This design comes from an exercise in tuning for small area, a short achievable clock period and few clock cycles per item on the open sky130 flow, not from production work.
In this exercise RTL edits were held to simulation tests only and were not proved equivalent to the original.
Power and IR drop assume default switching activity.

File: design/flow/run.sh
#!/bin/bash
# synth_recipe.tcl (not shown) runs the flow's synth.tcl, then flattens the netlist and writes it again
# the make line also repeats each setting of config.mk as NAME=value (left out here)
make -C /OpenROAD-flow-scripts/flow DESIGN_CONFIG=/design/flow/config.mk WORK_HOME=/design/flow/orfs CLKGATE_MAP_FILE= SYNTH_SCRIPT=/design/flow/synth_recipe.tcl finish
File: design/flow/config.mk
export PLATFORM = sky130hd
export DESIGN_NAME = bitmap_shape_rasterizer_unit
export DESIGN_NICKNAME = bitmap_shape_rasterizer_unit
export VERILOG_FILES = /design/flow/design.v
export SDC_FILE = /design/flow/constraint.sdc
export NUM_CORES = 4
export LEC_CHECK = 0
export CAP_MARGIN = 20
export CORE_MARGIN = 2
export CORE_UTILIZATION = 30
export MIN_ROUTING_LAYER = met2
export PLACE_DENSITY = 0.5
export SETUP_SLACK_MARGIN = 5
export SLEW_MARGIN = 20
File: design/flow/constraint.sdc
create_clock -name core_clock -period 9.0 [get_ports {clock}]
set_input_delay 1.8000 -clock core_clock [delete_from_list [all_inputs] [get_ports {clock}]]
set_output_delay 1.8000 -clock core_clock [all_outputs]
set_load 0.01 [all_outputs]
File: design/flow/design.v
package bsr_pkg;
   localparam int MODE_W = 3;
   localparam int ROW_W  = 5;
   localparam int COL_W  = 6;
   localparam int SIZE_W = 6;
   localparam int SQRT_W = 6;    
   localparam logic [MODE_W-1:0] MODE_CLEAR  = 3'd0;
   localparam logic [MODE_W-1:0] MODE_LINE   = 3'd1;
   localparam logic [MODE_W-1:0] MODE_RECT   = 3'd2;
   localparam logic [MODE_W-1:0] MODE_CIRCLE = 3'd3;
   localparam logic [MODE_W-1:0] MODE_TRI    = 3'd4;
   localparam logic [MODE_W-1:0] MODE_READ   = 3'd5;
   typedef struct packed {
      logic [MODE_W-1:0] mode;
      logic [ROW_W-1:0]  row;
      logic [COL_W-1:0]  col;
      logic [SIZE_W-1:0] size;
      logic [SIZE_W-1:0] height;
   } req_type;
   typedef struct packed {
      logic pixel;
      logic is_read_data;
   } rsp_type;
   typedef struct packed {
      logic              hit;
      logic [SQRT_W-1:0] lo;
      logic [SQRT_W-1:0] hi;
   } ring_span_type;
endpackage
module bsr_ram #(
   parameter int WIDTH = 64,
   parameter int DEPTH = 32
) (
   input  logic                             clock,
   input  logic                             we,
   input  logic [$clog2(DEPTH > 1 ? DEPTH : 2)-1:0] waddr,
   input  logic [WIDTH-1:0]                 wdata,
   input  logic                             re,
   input  logic [$clog2(DEPTH > 1 ? DEPTH : 2)-1:0] raddr,
   output logic [WIDTH-1:0]                 rdata
);
   logic [WIDTH-1:0] mem [DEPTH];
   always_ff @(posedge clock) begin
      if (we) begin
         mem[waddr] <= wdata;
      end
      if (re) begin
         rdata <= mem[raddr];
      end
   end
endmodule
module bsr_row_mask #(
   parameter int ROWS = 32,
   parameter int COLS = 64
) (
   input  bsr_pkg::req_type       cmd,
   input  logic [$clog2(ROWS)-1:0] row_idx,
   input  bsr_pkg::ring_span_type ring,
   output logic [COLS-1:0]        mask
);
   logic signed [9:0] y, r, c, s, h, c_end, r_hend, r_send;
   logic              span_en, span2_en, pt_en;
   logic signed [9:0] span_lo, span_hi, span2_lo, span2_hi, pt0, pt1;
   assign y      = signed'(10'(row_idx));
   assign r      = signed'(10'(cmd.row));
   assign c      = signed'(10'(cmd.col));
   assign s      = signed'(10'(cmd.size));
   assign h      = signed'(10'(cmd.height));
   assign c_end  = c + s - 10'sd1;
   assign r_hend = r + h - 10'sd1;
   assign r_send = r + s - 10'sd1;
   always_comb begin
      span_en  = 1'b0;
      span2_en = 1'b0;
      pt_en    = 1'b0;
      span_lo  = c;
      span_hi  = c_end;
      span2_lo = c;
      span2_hi = c_end;
      pt0      = c;
      pt1      = c_end;
      case (cmd.mode)
         bsr_pkg::MODE_LINE: begin
            span_en = (y == r);
         end
         bsr_pkg::MODE_RECT: begin
            span_en = (y == r) || (y == r_hend);
            pt_en   = (y >= r) && (y <= r_hend);
         end
         bsr_pkg::MODE_TRI: begin
            span_en = (y == r_send);
            pt_en   = (y >= r) && (y <= r_send);
            pt1     = c + y - r;    
         end
         bsr_pkg::MODE_CIRCLE: begin
            span_en  = ring.hit;
            span2_en = ring.hit;
            span_lo  = c + signed'(10'(ring.lo));
            span_hi  = c + signed'(10'(ring.hi));
            span2_lo = c - signed'(10'(ring.hi));
            span2_hi = c - signed'(10'(ring.lo));
         end
         default: begin
         end
      endcase
   end
   always_comb begin
      for (int j = 0; j < COLS; j++) begin
         mask[j] = (span_en && (10'(j) >= span_lo) && (10'(j) <= span_hi))
                || (span2_en && (10'(j) >= span2_lo) && (10'(j) <= span2_hi))
                || (pt_en && ((10'(j) == pt0) || (10'(j) == pt1)));
      end
   end
endmodule
module bitmap_shape_rasterizer_unit (
   input  logic       clock,
   input  logic       reset,
   input  logic       req_valid,
   output logic       req_ready,
   input  logic [2:0] req_mode,
   input  logic [4:0] req_row,
   input  logic [5:0] req_col,
   input  logic [5:0] req_size,
   input  logic [5:0] req_height,
   output logic       rsp_valid,
   input  logic       rsp_ready,
   output logic       rsp_pixel,
   output logic       rsp_is_read_data
);
   localparam int ROWS = 32;
   localparam int COLS = 64;
   localparam int CAP  = 13;    
   localparam int QD   = 13;    
   localparam logic [2:0] M_CLEAR  = 3'd0;
   localparam logic [2:0] M_LINE   = 3'd1;
   localparam logic [2:0] M_RECT   = 3'd2;
   localparam logic [2:0] M_CIRCLE = 3'd3;
   localparam logic [2:0] M_TRI    = 3'd4;
   localparam logic [2:0] M_READ   = 3'd5;
   function automatic logic [15:0] sq_step2(input logic [15:0] st, input logic [3:0] xb);
      logic [11:0] p, c1, c2, c3;
      logic [9:0]  rem;
      logic [5:0]  q;
      p  = {st[13:6], xb};
      q  = st[5:0];
      c1 = {3'd0, q, 3'b001};
      c2 = {2'd0, q, 4'b0100};
      c3 = {2'd0, q, 4'b0000} + {3'd0, q, 3'b000} + 12'd9;
      if (p >= c3) begin
         rem = 10'(p - c3);
         q   = {q[3:0], 2'd3};
      end else if (p >= c2) begin
         rem = 10'(p - c2);
         q   = {q[3:0], 2'd2};
      end else if (p >= c1) begin
         rem = 10'(p - c1);
         q   = {q[3:0], 2'd1};
      end else begin
         rem = 10'(p);
         q   = {q[3:0], 2'd0};
      end
      sq_step2 = {rem, q};
   endfunction
   function automatic logic [5:0] t_end(input logic [5:0] s);
      case (s)
         6'd0: t_end = 6'd0;
         6'd1: t_end = 6'd0;
         6'd2: t_end = 6'd1;
         6'd3: t_end = 6'd2;
         6'd4: t_end = 6'd3;
         6'd5: t_end = 6'd4;
         6'd6: t_end = 6'd4;
         6'd7: t_end = 6'd5;
         6'd8: t_end = 6'd6;
         6'd9: t_end = 6'd6;
         6'd10: t_end = 6'd7;
         6'd11: t_end = 6'd8;
         6'd12: t_end = 6'd9;
         6'd13: t_end = 6'd9;
         6'd14: t_end = 6'd10;
         6'd15: t_end = 6'd11;
         6'd16: t_end = 6'd11;
         6'd17: t_end = 6'd12;
         6'd18: t_end = 6'd13;
         6'd19: t_end = 6'd14;
         6'd20: t_end = 6'd14;
         6'd21: t_end = 6'd15;
         6'd22: t_end = 6'd16;
         6'd23: t_end = 6'd16;
         6'd24: t_end = 6'd17;
         6'd25: t_end = 6'd18;
         6'd26: t_end = 6'd19;
         6'd27: t_end = 6'd19;
         6'd28: t_end = 6'd20;
         6'd29: t_end = 6'd21;
         6'd30: t_end = 6'd21;
         6'd31: t_end = 6'd22;
         6'd32: t_end = 6'd23;
         6'd33: t_end = 6'd23;
         6'd34: t_end = 6'd24;
         6'd35: t_end = 6'd25;
         6'd36: t_end = 6'd26;
         6'd37: t_end = 6'd26;
         6'd38: t_end = 6'd27;
         6'd39: t_end = 6'd28;
         6'd40: t_end = 6'd28;
         6'd41: t_end = 6'd29;
         6'd42: t_end = 6'd30;
         6'd43: t_end = 6'd31;
         6'd44: t_end = 6'd31;
         6'd45: t_end = 6'd32;
         6'd46: t_end = 6'd33;
         6'd47: t_end = 6'd33;
         6'd48: t_end = 6'd34;
         6'd49: t_end = 6'd35;
         6'd50: t_end = 6'd35;
         6'd51: t_end = 6'd36;
         6'd52: t_end = 6'd37;
         6'd53: t_end = 6'd38;
         6'd54: t_end = 6'd38;
         6'd55: t_end = 6'd39;
         6'd56: t_end = 6'd40;
         6'd57: t_end = 6'd40;
         6'd58: t_end = 6'd41;
         6'd59: t_end = 6'd42;
         6'd60: t_end = 6'd43;
         6'd61: t_end = 6'd43;
         6'd62: t_end = 6'd44;
         6'd63: t_end = 6'd45;
         default: t_end = 6'd0;
      endcase
   endfunction
   logic        rst_q;
   logic        acc;
   logic        rdy_q;
   logic [3:0]  owed_q;        
   logic        pop;
   assign req_ready = rdy_q;
   assign acc       = req_valid && rdy_q;
   logic        p1_v;
   logic [2:0]  p1_mode;
   logic [4:0]  p1_r;
   logic [5:0]  p1_c, p1_s, p1_h;
   logic [5:0]  p1_t;           
   logic [11:0] p1_thi;         
   logic [12:0] p1_tlo;         
   logic [6:0]  p1_inc;         
   logic [5:0]  p1_tend;        
   logic        p1_last;        
   logic        p1_nlast;       
   logic        p1_circ;
   assign p1_circ = (p1_mode == M_CIRCLE);
   always_ff @(posedge clock) begin
      rst_q <= reset;
      if (reset) begin
         p1_v <= 1'b0;
      end else if (rdy_q) begin
         p1_v <= req_valid;
      end else if (p1_last) begin
         p1_v <= 1'b0;
      end
      if (rdy_q) begin
         p1_mode  <= req_mode;
         p1_r     <= req_row;
         p1_c     <= req_col;
         p1_s     <= req_size;
         p1_h     <= req_height;
         p1_t     <= req_size;
         p1_thi   <= {6'd0, req_size};
         p1_tlo   <= ~{7'd0, req_size};
         p1_inc   <= {req_size, 1'b0} - 7'd1;
         p1_tend  <= t_end(req_size);
         p1_last  <= (req_mode != M_CIRCLE) || (req_size == 6'd0);
         p1_nlast <= (req_mode == M_CIRCLE) && (req_size != 6'd0) && (req_size <= 6'd5);
      end else begin
         p1_t     <= p1_t - 6'd1;
         p1_thi   <= p1_thi + 12'(p1_inc);
         p1_tlo   <= p1_tlo + 13'(p1_inc);
         p1_inc   <= p1_inc - 7'd2;
         p1_last  <= p1_nlast || p1_last;
         p1_nlast <= !p1_nlast && !p1_last && (p1_t - 6'd2 == p1_tend);
      end
   end
   logic       p1_busy_n;     
   logic       room_n;        
   logic       room_0, room_p, room_m;
   logic [3:0] owed_n;
   always_comb begin
      if (rdy_q) p1_busy_n = req_valid && (req_mode == M_CIRCLE) && (req_size != 6'd0);
      else       p1_busy_n = p1_v && !p1_last && !p1_nlast;
      owed_n = owed_q + 4'(acc) - 4'(pop);
      room_0 = (owed_q < 4'(CAP));
      room_p = (owed_q < 4'(CAP - 1));
      room_m = (owed_q <= 4'(CAP));
      case ({acc, pop})
         2'b10:   room_n = room_p;
         2'b01:   room_n = room_m;
         default: room_n = room_0;
      endcase
   end
   always_ff @(posedge clock) begin
      if (reset) begin
         owed_q <= '0;
         rdy_q  <= 1'b1;
      end else begin
         owed_q <= owed_n;
         rdy_q  <= !p1_busy_n && room_n;
      end
   end
   localparam int BW = 27;
   logic [BW-1:0] p1_b;
   assign p1_b = {p1_last, p1_mode, p1_r, p1_c, (p1_circ ? p1_t : p1_s), p1_h};
   logic          q1_v, q2_v, q3_v;
   logic [BW-1:0] q1_b, q2_b, q3_b;
   logic [15:0]   q1_hs, q2_hs, q3_hs, q1_ls, q2_ls, q3_ls;
   logic [7:0]    q1_hx, q1_lx;
   logic [3:0]    q2_hx, q2_lx;
   logic          q1_neg, q2_neg, q3_neg;
   logic [15:0]   s1_h, s1_l, s2_h, s2_l;
   assign s1_h = sq_step2(16'd0, p1_thi[11:8]) & 16'b0000000111_000011;
   assign s1_l = sq_step2(16'd0, p1_tlo[11:8]) & 16'b0000000111_000011;
   assign s2_h = sq_step2(q1_hs, q1_hx[7:4])   & 16'b0000011111_001111;
   assign s2_l = sq_step2(q1_ls, q1_lx[7:4])   & 16'b0000011111_001111;
   always_ff @(posedge clock) begin
      if (reset) begin
         q1_v <= 1'b0;
         q2_v <= 1'b0;
         q3_v <= 1'b0;
      end else begin
         q1_v <= p1_v;
         q2_v <= q1_v;
         q3_v <= q2_v;
      end
      q1_b   <= p1_b;
      q1_hs  <= s1_h;
      q1_ls  <= s1_l;
      q1_hx  <= p1_thi[7:0];
      q1_lx  <= p1_tlo[7:0];
      q1_neg <= p1_tlo[12];
      q2_b   <= q1_b;
      q2_hs  <= s2_h;
      q2_ls  <= s2_l;
      q2_hx  <= q1_hx[3:0];
      q2_lx  <= q1_lx[3:0];
      q2_neg <= q1_neg;
      q3_b   <= q2_b;
      q3_hs  <= sq_step2(q2_hs, q2_hx);
      q3_ls  <= sq_step2(q2_ls, q2_lx);
      q3_neg <= q2_neg;
   end
   logic              b_last;
   logic [2:0]        b_mode;
   logic [4:0]        b_r;
   logic [5:0]        b_c, b_s, b_h, b_t, b_hi, b_lr;
   logic              b_neg, hlt;
   logic signed [7:0] r8, c8, s8, h8, t8, hi8, lr8;
   logic signed [7:0] cend, rhend, rsend;
   logic signed [7:0] c_lo, c_hr, c_mhr, c_mlo, r_lo, r_hc, r_mhc, r_mlo;
   logic              lo_le_hr, lo_le_hc;
   logic        d_ra_en, d_rb_en, d_c1a_en, d_c1b_en, d_r2a_en, d_r2b_en, d_ca_en, d_cb_en, d_d_en;
   logic signed [7:0] d_ra, d_rb, d_c1a_lo, d_c1a_hi, d_c1b_lo, d_c1b_hi;
   logic signed [7:0] d_r2a_lo, d_r2a_hi, d_r2b_lo, d_r2b_hi, d_ca, d_cb;
   always_comb begin
      {b_last, b_mode, b_r, b_c, b_s, b_h} = q3_b;
      b_t   = b_s;
      b_hi  = q3_hs[5:0];
      b_lr  = q3_ls[5:0];             
      b_neg = q3_neg;
      r8    = 8'(b_r);
      c8    = 8'(b_c);
      s8    = 8'(b_s);
      h8    = 8'(b_h);
      t8    = 8'(b_t);
      hi8   = 8'(b_hi);
      lr8   = 8'(b_lr);
      cend  = c8 + s8 - 8'sd1;
      rhend = r8 + h8 - 8'sd1;
      rsend = r8 + s8 - 8'sd1;
      hlt   = (b_hi < b_t);
      c_lo  = b_neg ? c8 : c8 + lr8 + 8'sd1;
      c_mlo = b_neg ? c8 : c8 - lr8 - 8'sd1;
      r_lo  = b_neg ? r8 : r8 + lr8 + 8'sd1;
      r_mlo = b_neg ? r8 : r8 - lr8 - 8'sd1;
      c_hr  = hlt ? c8 + hi8 : c8 + t8;
      c_mhr = hlt ? c8 - hi8 : c8 - t8;
      r_hc  = hlt ? r8 + hi8 : r8 + t8 - 8'sd1;
      r_mhc = hlt ? r8 - hi8 : r8 - t8 + 8'sd1;
      lo_le_hr = b_neg || ((b_lr < b_hi) && (b_lr < b_t));
      lo_le_hc = (b_t != 6'd0) && (b_neg || ((b_lr < b_hi) && (b_lr + 6'd1 < b_t)));
      d_ra_en  = 1'b0;  d_ra = r8;
      d_rb_en  = 1'b0;  d_rb = r8;
      d_c1a_en = 1'b0;  d_c1a_lo = c8;  d_c1a_hi = cend;
      d_c1b_en = 1'b0;  d_c1b_lo = c8;  d_c1b_hi = cend;
      d_r2a_en = 1'b0;  d_r2a_lo = r8;  d_r2a_hi = rhend;
      d_r2b_en = 1'b0;  d_r2b_lo = r8;  d_r2b_hi = rhend;
      d_ca_en  = 1'b0;  d_ca = c8;
      d_cb_en  = 1'b0;  d_cb = cend;
      d_d_en   = 1'b0;
      case (b_mode)
         M_LINE: begin
            d_ra_en  = 1'b1;
            d_c1a_en = 1'b1;
         end
         M_RECT: begin
            d_ra_en  = 1'b1;
            d_rb_en  = 1'b1;  d_rb = rhend;
            d_c1a_en = 1'b1;
            d_r2a_en = 1'b1;
            d_ca_en  = 1'b1;
            d_cb_en  = 1'b1;
         end
         M_TRI: begin
            d_ra_en  = 1'b1;  d_ra = rsend;
            d_c1a_en = 1'b1;
            d_r2a_en = 1'b1;  d_r2a_hi = rsend;
            d_ca_en  = 1'b1;
            d_d_en   = 1'b1;
         end
         M_READ: begin
            d_ca_en  = 1'b1;                 
         end
         M_CIRCLE: begin
            d_ra_en  = 1'b1;  d_ra = r8 + t8;
            d_rb_en  = 1'b1;  d_rb = r8 - t8;
            d_c1a_en = lo_le_hr;  d_c1a_lo = c_lo;   d_c1a_hi = c_hr;
            d_c1b_en = lo_le_hr;  d_c1b_lo = c_mhr;  d_c1b_hi = c_mlo;
            d_r2a_en = lo_le_hc;  d_r2a_lo = r_lo;   d_r2a_hi = r_hc;
            d_r2b_en = lo_le_hc;  d_r2b_lo = r_mhc;  d_r2b_hi = r_mlo;
            d_ca_en  = 1'b1;  d_ca = c8 + t8;
            d_cb_en  = 1'b1;  d_cb = c8 - t8;
         end
         default: ;
      endcase
   end
   logic              q4_v, q4_push, q4_read, q4_clear;
   logic              q4_ra_en, q4_rb_en, q4_c1a_en, q4_c1b_en, q4_r2a_en, q4_r2b_en;
   logic              q4_ca_en, q4_cb_en, q4_d_en;
   logic signed [7:0] q4_ra, q4_rb, q4_c1a_lo, q4_c1a_hi, q4_c1b_lo, q4_c1b_hi;
   logic signed [7:0] q4_r2a_lo, q4_r2a_hi, q4_r2b_lo, q4_r2b_hi, q4_ca, q4_cb;
   logic [6:0]        q4_d;                  
   logic [4:0]        q4_rr;                 
   always_ff @(posedge clock) begin
      if (reset) q4_v <= 1'b0;
      else       q4_v <= q3_v;
      q4_push   <= b_last;
      q4_read   <= (b_mode == M_READ);
      q4_clear  <= (b_mode == M_CLEAR);
      q4_ra_en  <= d_ra_en;
      q4_rb_en  <= d_rb_en;
      q4_r2a_en <= d_r2a_en;
      q4_r2b_en <= d_r2b_en;
      q4_c1a_en <= d_c1a_en;
      q4_c1b_en <= d_c1b_en;
      q4_ca_en  <= d_ca_en;
      q4_cb_en  <= d_cb_en;
      q4_d_en   <= d_d_en;
      q4_ra     <= d_ra;
      q4_rb     <= d_rb;
      q4_c1a_lo <= d_c1a_lo;
      q4_c1a_hi <= d_c1a_hi;
      q4_c1b_lo <= d_c1b_lo;
      q4_c1b_hi <= d_c1b_hi;
      q4_r2a_lo <= d_r2a_lo;
      q4_r2a_hi <= d_r2a_hi;
      q4_r2b_lo <= d_r2b_lo;
      q4_r2b_hi <= d_r2b_hi;
      q4_ca     <= d_ca;
      q4_cb     <= d_cb;
      q4_d      <= 7'(c8 - r8 + 8'sd31);
      q4_rr     <= b_r;
   end
   logic            p3_v, p3_push, p3_read, p3_clear;
   logic [ROWS-1:0] p3_r1, p3_r2;
   logic [COLS-1:0] p3_c1, p3_c2;
   logic [11:0]     p3_dh;                   
   logic [7:0]      p3_dl;                   
   logic [4:0]      p3_rr;
   logic [ROWS-1:0] n_r1, n_r2;
   logic [COLS-1:0] n_c1, n_c2;
   always_comb begin
      logic signed [7:0] kk;
      for (int i = 0; i < ROWS; i++) begin
         kk      = 8'(i);
         n_r1[i] = (q4_ra_en && (q4_ra == kk)) || (q4_rb_en && (q4_rb == kk));
         n_r2[i] = (q4_r2a_en && (q4_r2a_lo <= kk) && (q4_r2a_hi >= kk)) ||
                   (q4_r2b_en && (q4_r2b_lo <= kk) && (q4_r2b_hi >= kk));
      end
      for (int j = 0; j < COLS; j++) begin
         kk      = 8'(j);
         n_c1[j] = (q4_c1a_en && (q4_c1a_lo <= kk) && (q4_c1a_hi >= kk)) ||
                   (q4_c1b_en && (q4_c1b_lo <= kk) && (q4_c1b_hi >= kk));
         n_c2[j] = (q4_ca_en && (q4_ca == kk)) || (q4_cb_en && (q4_cb == kk));
      end
   end
   always_ff @(posedge clock) begin
      if (reset) p3_v <= 1'b0;
      else       p3_v <= q4_v;
      p3_push  <= q4_push;
      p3_read  <= q4_read;
      p3_clear <= q4_v && q4_clear;
      p3_rr    <= q4_rr;
      p3_r1    <= (!reset && q4_v) ? n_r1 : '0;
      p3_r2    <= (!reset && q4_v) ? n_r2 : '0;
      p3_c1    <= n_c1;
      p3_c2    <= n_c2;
      for (int k = 0; k < 12; k++) p3_dh[k] <= q4_d_en && (q4_d[6:3] == 4'(k));
      for (int k = 0; k < 8; k++)  p3_dl[k] <= (q4_d[2:0] == 3'(k));
   end
   logic [ROWS-1:0][COLS-1:0] cv;
   logic [94:0]     b_d;
   logic            keep;
   always_comb begin
      for (int k = 0; k < 95; k++) b_d[k] = p3_dh[k / 8] && p3_dl[k % 8];
      keep = !p3_clear && !rst_q;
   end
   always_ff @(posedge clock) begin
      for (int i = 0; i < ROWS; i++) begin
         for (int j = 0; j < COLS; j++) begin
            cv[i][j] <= (cv[i][j] && keep) || (p3_r1[i] && p3_c1[j]) ||
                        (p3_r2[i] && (p3_c2[j] || b_d[j - i + 31]));
         end
      end
   end
   logic            p4_v, p4_push, p4_read;
   logic [4:0]      p4_r;
   logic [ROWS-1:0] p4_col;
   always_ff @(posedge clock) begin
      if (reset) p4_v <= 1'b0;
      else       p4_v <= p3_v;
      p4_push <= p3_push;
      p4_read <= p3_read;
      p4_r    <= p3_rr;
      for (int i = 0; i < ROWS; i++) p4_col[i] <= |(cv[i] & p3_c2);
   end
   logic p5_v, p5_read, p5_pix;
   always_ff @(posedge clock) begin
      if (reset) p5_v <= 1'b0;
      else       p5_v <= p4_v && p4_push;
      p5_read <= p4_read;
      p5_pix  <= p4_read && p4_col[p4_r];
   end
   logic [QD-1:0] q_v, q_pix, q_rd;
   logic          push;
   assign push      = p5_v;
   assign pop       = q_v[0] && rsp_ready;
   assign rsp_valid = q_v[0];
   assign rsp_pixel = q_pix[0];
   assign rsp_is_read_data = q_rd[0];
   logic [QD-1:0] s_v, s_pix, s_rd, s_prev;
   always_comb begin
      s_v    = pop ? {1'b0, q_v[QD-1:1]}   : q_v;
      s_pix  = pop ? {1'b0, q_pix[QD-1:1]} : q_pix;
      s_rd   = pop ? {1'b0, q_rd[QD-1:1]}  : q_rd;
      s_prev = {s_v[QD-2:0], 1'b1};
   end
   always_ff @(posedge clock) begin
      for (int k = 0; k < QD; k++) begin
         if (reset) begin
            q_v[k] <= 1'b0;
         end else begin
            q_v[k] <= s_v[k] || (push && s_prev[k]);
         end
         if (push && !s_v[k] && s_prev[k]) begin
            q_pix[k] <= p5_pix;
            q_rd[k]  <= p5_read;
         end else begin
            q_pix[k] <= s_pix[k];
            q_rd[k]  <= s_rd[k];
         end
      end
   end
endmodule
==> flow_summary_export.csv, run 1 <==
group,metric,value,unit
placed_design,post-place-ws,4.413,ns
synthesis,synth_top_cell_by_area,"dfxtp_1",
floorplan,num_rows,234,
global_route,grt_pass1_vias,177679,
synthesis,ys_seq_area_share,44.76,%
synthesis,ys_types,97,
placed_design,portBuffers,33,
synthesis,synth.cell_area,0.1219,mm^2
synthesis,synth_top_area_share,43.33,%
synthesis,syn_area_per_cell,8.448,um^2
outcome,status,"did not finish",
synthesis,synthTopCellsByArea,"dfxtp_1 43%, a22oi_1 13%, o21ai_0 9.5%",
synthesis,synth_nets,14695,
placed_design,routabilityCongestion,1.081,
clock_tree,cts_inserted_buffers,314,
synthesis,yosys_register_bits,2696,
clock_tree,clock-sinks,2696,
synthesis,ys_warn_count,1,
outcome,stop_stage,"global routing",
floorplan,die_y,641.4,um
synthesis,netlist_instances,14429,
floorplan,die_w,641.4,um
global_route,grt_max_degree,211,
placed_design,placed_area,0.1261,mm^2
placed_design,place_inst,18559,
synthesis,async_flop_share,0,%
outcome,tool.error,"[ERROR GRT-0116] Global routing finished with congestion. Check the congestion regions in the DRC Viewer.",
global_route,grt_overflow,9,
clock_tree,post_cts_resized,0,
clock_tree,cts_root_buf,"clkbuf_16",
floorplan,pin_count,34,
synthesis,synth_top_flop_cell,"dfxtp_1",
clock_tree,htreeDepth,5,
global_route,grt_pass1_wl,1176,mm
global_route,grtUsageTotal,62.68,%
clock_tree,cts_buffer_depth,4,
floorplan,start_util,30.06,%
placed_design,dpl.hpwl,426.6,mm
synthesis,synth-edff-count,58,
clock_tree,postCtsSetupRepairBufs,2,
clock_tree,holdBufCountCts,0,
-- power groups by stage --
stage,combinational [mW],sequential [mW],clock (mW)
floorplan,3.21,12.9,0
global placement,5.82,14.6,0
detailed placement,5.77,14.6,0
CTS,5.79,14.4,13.4
-- metal layers --
metal / overflow / GRT usage (%)
met1: - / -
met2: 0 / 64.12
met3: 6 / 69.68
met4: 1 / 51.15
met5: 2 / 47.89
-- Yosys cell counts (60+ instances only) --
master and number:
dfxtp_1 2638, nand2_1 2329, o21ai_0 2305, a22oi_1 2087, clkbuf_1 1417, a221oi_1 521, a22o_1 513, nor2_1 299
a21oi_1 266, ha_1 217, buf_1 176, inv_1 176, nand4_1 136, and2_1 112, o22ai_1 98, buf_2 91
nand2b_1 72, nor3_1 72, xnor2_1 72, nand3_1 60
-- cells by family after synthesis --
group                    Yosys count  synth area share (%)
AND/OR/NAND/NOR                 3330                 11.74
flip-flops                      2696                 44.76
XOR/XNOR                         113                0.8294
AO/OA/AOI/OAI                   6113                 33.49
buffers and inverters           1869                 5.872
multiplexers                      72                0.7709
adder cells (fa/ha/maj)          236                 2.540
-- worst max path at each step --
stage / slack [ns] / start / end
CTS: 5.07 / rdy_q / req_ready
global placement: 4.44 / req_size[1] / p1_tend[0]
detailed placement: 4.41 / req_size[1] / p1_tend[0]
floorplan: 5.27 / rsp_ready / owed_q[2]
Testbench counts, summed over its fixed seeds: cycles 3,268, items 2,400.
==> run 2: changes to the inputs <==
==> design/flow/flow/run.sh (new file) <==
#!/bin/bash
# The standard layout (standard.sh: ORFS synthesis to final), with two changes:
#  - the port buffers are plain buf_4 cells instead of delay buffers;
#  - the global router keeps more met1/met2 capacity free (flow/fastroute.tcl).
# make's full output goes to standard_make.log; ORFS's per-step logs stay in orfs/logs.
set -euo pipefail
export BUFFER_PORTS_ARGS="-buffer_cell sky130_fd_sc_hd__buf_4"
export FASTROUTE_TCL="$PWD/flow/fastroute.tcl"
bash standard.sh > standard_make.log 2>&1
==> design/flow/flow/fastroute.tcl (new file) <==
# Global routing layer capacities: keep more of met1 and met2 free for pin access, so that
# the global router moves long wires up to met3..met5.
set_global_routing_layer_adjustment met1 0.6
set_global_routing_layer_adjustment met2 0.4
set_global_routing_layer_adjustment met3 0.2
set_global_routing_layer_adjustment met4 0.2
set_global_routing_layer_adjustment met5 0.2

set_routing_layers -clock $::env(MIN_CLK_ROUTING_LAYER)-$::env(MAX_ROUTING_LAYER)
set_routing_layers -signal $::env(MIN_ROUTING_LAYER)-$::env(MAX_ROUTING_LAYER)
==> design/flow/standard.sh (new file) <==
#!/bin/bash
# synth_recipe.tcl (not shown) runs the flow's synth.tcl, then flattens the netlist and writes it again
# the make line also repeats each setting of config.mk as NAME=value (left out here)
make -C /OpenROAD-flow-scripts/flow DESIGN_CONFIG=/design/flow/config.mk WORK_HOME=/design/flow/orfs CLKGATE_MAP_FILE= SYNTH_SCRIPT=/design/flow/synth_recipe.tcl "${@:-finish}"
--- a/design/flow/config.mk
+++ b/design/flow/config.mk
@@ -9,5 +9,6 @@
 export CORE_MARGIN = 2
-export CORE_UTILIZATION = 30
-export MIN_ROUTING_LAYER = met2
-export PLACE_DENSITY = 0.5
+export CORE_UTILIZATION = 40
+export CTS_CLUSTER_DIAMETER = 80
+export CTS_CLUSTER_SIZE = 20
+export PLACE_DENSITY = 0.6
 export SETUP_SLACK_MARGIN = 5
removed: design/flow/run.sh
==> flow_summary_export.csv, run 2 <==
group,metric,value,unit
critical_path,path_class,"reg2reg",
synthesis,yosys_register_bits,2696,
outcome,status,"complete, but fails checks",
power,vdd_drop_max,195.9,uV
global_route,grt_pass1_vias,126458,
synthesis,synth_top_flop_cell,"dfxtp_1",
layout,largest_reg_flops,2048,
critical_path,critPathCaptureType,"flip-flop",
hold_path,min_to,"q2_b[23]",
timing,setup_viol,0,
power,internal-power,17.29,mW
timing,whs,0.2967,ns
critical_path,r2r-start,"p4_r[0]",
clock_tree,postCtsSetupRepairBufs,0,
timing,finalCritPeriodShare,38.76,%
floorplan,die_w,556.0,um
drt,dr_total_vias,127781,
layout,drive_gt1_share,7.146,%
power,seqPwrFrac,49.8,%
clock_tree,holdBufCountCts,0,
hold_path,min_from,"q1_b[23]",
layout,fillers,30279,
clock_tree,path_clk_slew,0.08,ns
floorplan,num_rows,202,
layout,fin_area,0.1311,mm^2
synthesis,synth_nets,14695,
placed_design,routabilityCongestion,1.065,
power,power_frac_clock,28.1,%
synthesis,synth_top_area_share,43.33,%
critical_path,crit_path_max_fanout,8,
layout,final_util,43.26,%
power,power_switching,11.26,mW
layout,final-instance-count-excl-fill,18206,
global_route,grt_max_degree,217,
drt,drt_iter0_drc,12323,
synthesis,synth_top_cell_by_area,"dfxtp_1",
timing,final.min_clock_period,3.488,ns
power,pwr-share-comb,22.1,%
clock_tree,post_cts_resized,0,
clock_tree,cts_buffer_depth,4,
clock_tree,clk_latency,0.96,ns
layout,syn_to_final_growth,7.550,%
critical_path,rrSetupSlack,5.51,ns
timing,slew-limit-headroom,-12.31,%
hold_path,holdPathStages,0,
timing,max_freq,286.7,MHz
floorplan,start_util,40.22,%
power,p_per_area,217.8,mW/mm^2
outcome,violations,"max-capacitance violations, max-slew violations",
synthesis,ys_warn_count,1,
power,p_sw_share,39.44,%
clock_tree,cts_root_buf,"clkbuf_16",
global_route,grtUsageTotal,60.33,%
timing,final_max_slew_viol_count,49,
synthesis,netlist_instances,14429,
synthesis,synth-edff-count,58,
global_route,antenna_found_initial,188,
clock_tree,cts_inserted_buffers,166,
clock_tree,cts_tree,"yes",
drt,via_per_inst,7.019,
critical_path,setup.worst_path.start,"p4_r[0]",
drt,drt_pass1_iterations,7,
floorplan,pin_count,34,
critical_path,setup.worst_path.start_class,"flip-flop",
timing,rsz0062_at_grt,"no",
synthesis,syn_area_per_cell,8.448,um^2
drt,drt_drc_violations_left,0,
floorplan,die_y,556.0,um
synthesis,synthTopCellsByCount,"2,638 x dfxtp_1, 2,329 x nand2_1, 2,305 x o21ai_0",
synthesis,ys_types,97,
flow_run,maxCapViolCount,1,
drt,finalWirelength,707.8,mm
layout,largestRegisters,"cv: 2048 flops, p3_c1: 64 flops, p3_c2: 64 flops",
power,p_leak,53.30,nW
global_route,grt_pass1_wl,985.6,mm
timing,hold_violations,0,
placed_design,dpl.hpwl,382.3,mm
placed_design,portBuffers,33,
timing,skew,0.1076,ns
synthesis,synthTopCellsByArea,"dfxtp_1 43%, a22oi_1 13%, o21ai_0 9.5%",
critical_path,worst_r2r_endpoint,"p5_pix",
clock_tree,clock-sinks,2696,
clock_tree,htreeDepth,4,
timing,tns,0,ns
timing,tightest_slew,1.685,ns
synthesis,post-synth-top-count-cell,"dfxtp_1",
synthesis,ys_seq_area_share,44.76,%
layout,final_cell_mix,"2,445 x dfxtp_1, 2,329 x nand2_1, 2,305 x o21ai_0, 2,087 x a22oi_1, 521 x a221oi_1",
hold_path,hp-class,"reg2reg",
layout,fin_nets,13549,
drt,ant_nets,0,
floorplan,die-area,0.3092,mm^2
floorplan,coreArea,0.3030,mm^2
drt,wl_per_cell,38.88,um
synthesis,synth.cell_area,0.1219,mm^2
layout,top_register,"cv",
critical_path,reg2reg_depth,4,
synthesis,async_flop_share,0,%
critical_path,crit_required,9.73,ns
placed_design,placed_area,0.1239,mm^2
critical_path,arrival,4.22,ns
layout,final_common_cell,"dfxtp_1",
placed_design,place_inst,17083,
global_route,grt_overflow,0,
==> run 2: cell counts after synthesis <==
No cell type changed its count.
==> run 2: power groups by stage <==
stage                     Sequential (mW)  Clock, mW  Combinational (mW)
after detailed placement             14.2          0                5.66
after floorplan                      12.9          0                3.21
after global placement               14.2          0                5.69
after global routing                 14.1       8.39                6.37
final                                14.2       8.02                6.32
after CTS                            13.9       7.97                5.68
==> run 2: metrics by stage <==
stage / total power [mW] / setup slack (ns)
finish: 28.55 / 5.512
global route: 28.89 / 5.529
CTS: 27.57 / 5.562
detailed placement: 19.87 / 4.797
global placement: 19.90 / 4.738
floorplan: 16.08 / 5.271
==> run 2: metal layers <==
layer  share of wire [%]  vias up  global-route usage (%)
met3                  22     4894                   57.37
met1                  30    58249                   65.19
met4                  12      264                   53.86
met5                 1.1        -                   41.90
li1                    -    51984                       -
met2                  35    12390                   66.17
==> run 2: worst max path at each step <==
stage	endpoint	slack, ns	depth (start not counted)
floorplan	owed_q[2]	5.27	11
global placement	owed_q[2]	4.74	11
detailed placement	owed_q[2]	4.80	11
CTS	req_ready	5.56	1
global route	req_ready	5.53	1
finish	p5_pix	5.51	4
==> run 2: kinds of logic (layout without fill, tap and decap cells) <==
| logic type | after synthesis | after routing | share of synthesized area (%) |
|---|---|---|---|
| simple gates | 3330 | 3330 | 11.74 |
| buf+inv | 1869 | 776 | 5.872 |
| mux | 72 | 72 | 0.7709 |
| xor+xnor | 113 | 113 | 0.8294 |
| compound gates | 6113 | 6113 | 33.49 |
| other cells | 0 | 892 | 0 |
| flops | 2696 | 2696 | 44.76 |
| fa+ha+maj | 236 | 236 | 2.540 |
==> run 2: area by class of cell <==
cell class | instances | area, um^2 | share of cell area (%)
Multi-Input combinational cell | 9864 | 60330 | 46.02
Sequential cell | 2696 | 55120 | 42.05
Tap cell | 3978 | 4977 | 3.797
Clock buffer | 202 | 4423 | 3.374
Timing Repair Buffer | 376 | 3095 | 2.361
Antenna cell | 892 | 2232 | 1.703
Inverter | 179 | 671.9 | 0.5125
Clock inverter | 19 | 240.2 | 0.1833
==> run 2: critical path, cell delays in order (launching register included) <==
cell,delay [ns]
dfxtp_1,1.11
mux4_2,0.73
mux4_2,0.61
mux2i_2,0.71
nor2b_1,0.09

## port drivers added, routing unchanged
The results above use ideal ports. As a check the final layout listed here was re-extracted and re-timed, cells and wires unchanged.
Step 1: set_driving_cell puts a clkbuf_16 on clock and a buf_2 on each other input, an assumption about the parent block.
Step 2 times the ports against the registers' clock, not the clock port: input delays grow and output delays shrink by t, the midpoint of the rising clock arrivals with the driver on.
Three values: ideal, step 1, step 2; two values: the first two.
run: run 2
shift t [ns]: 1.011
setup WS [ns]: 5.512 / 5.501 / 4.768
hold WS [ns]: 0.297 / 0.297 / 0.297
worst setup path at the end: input to register
worst slew at a driven data input, ns: 0.05
The setup slack of run 2 moves by -0.011 ns with the drivers and by -0.744 ns with both steps.
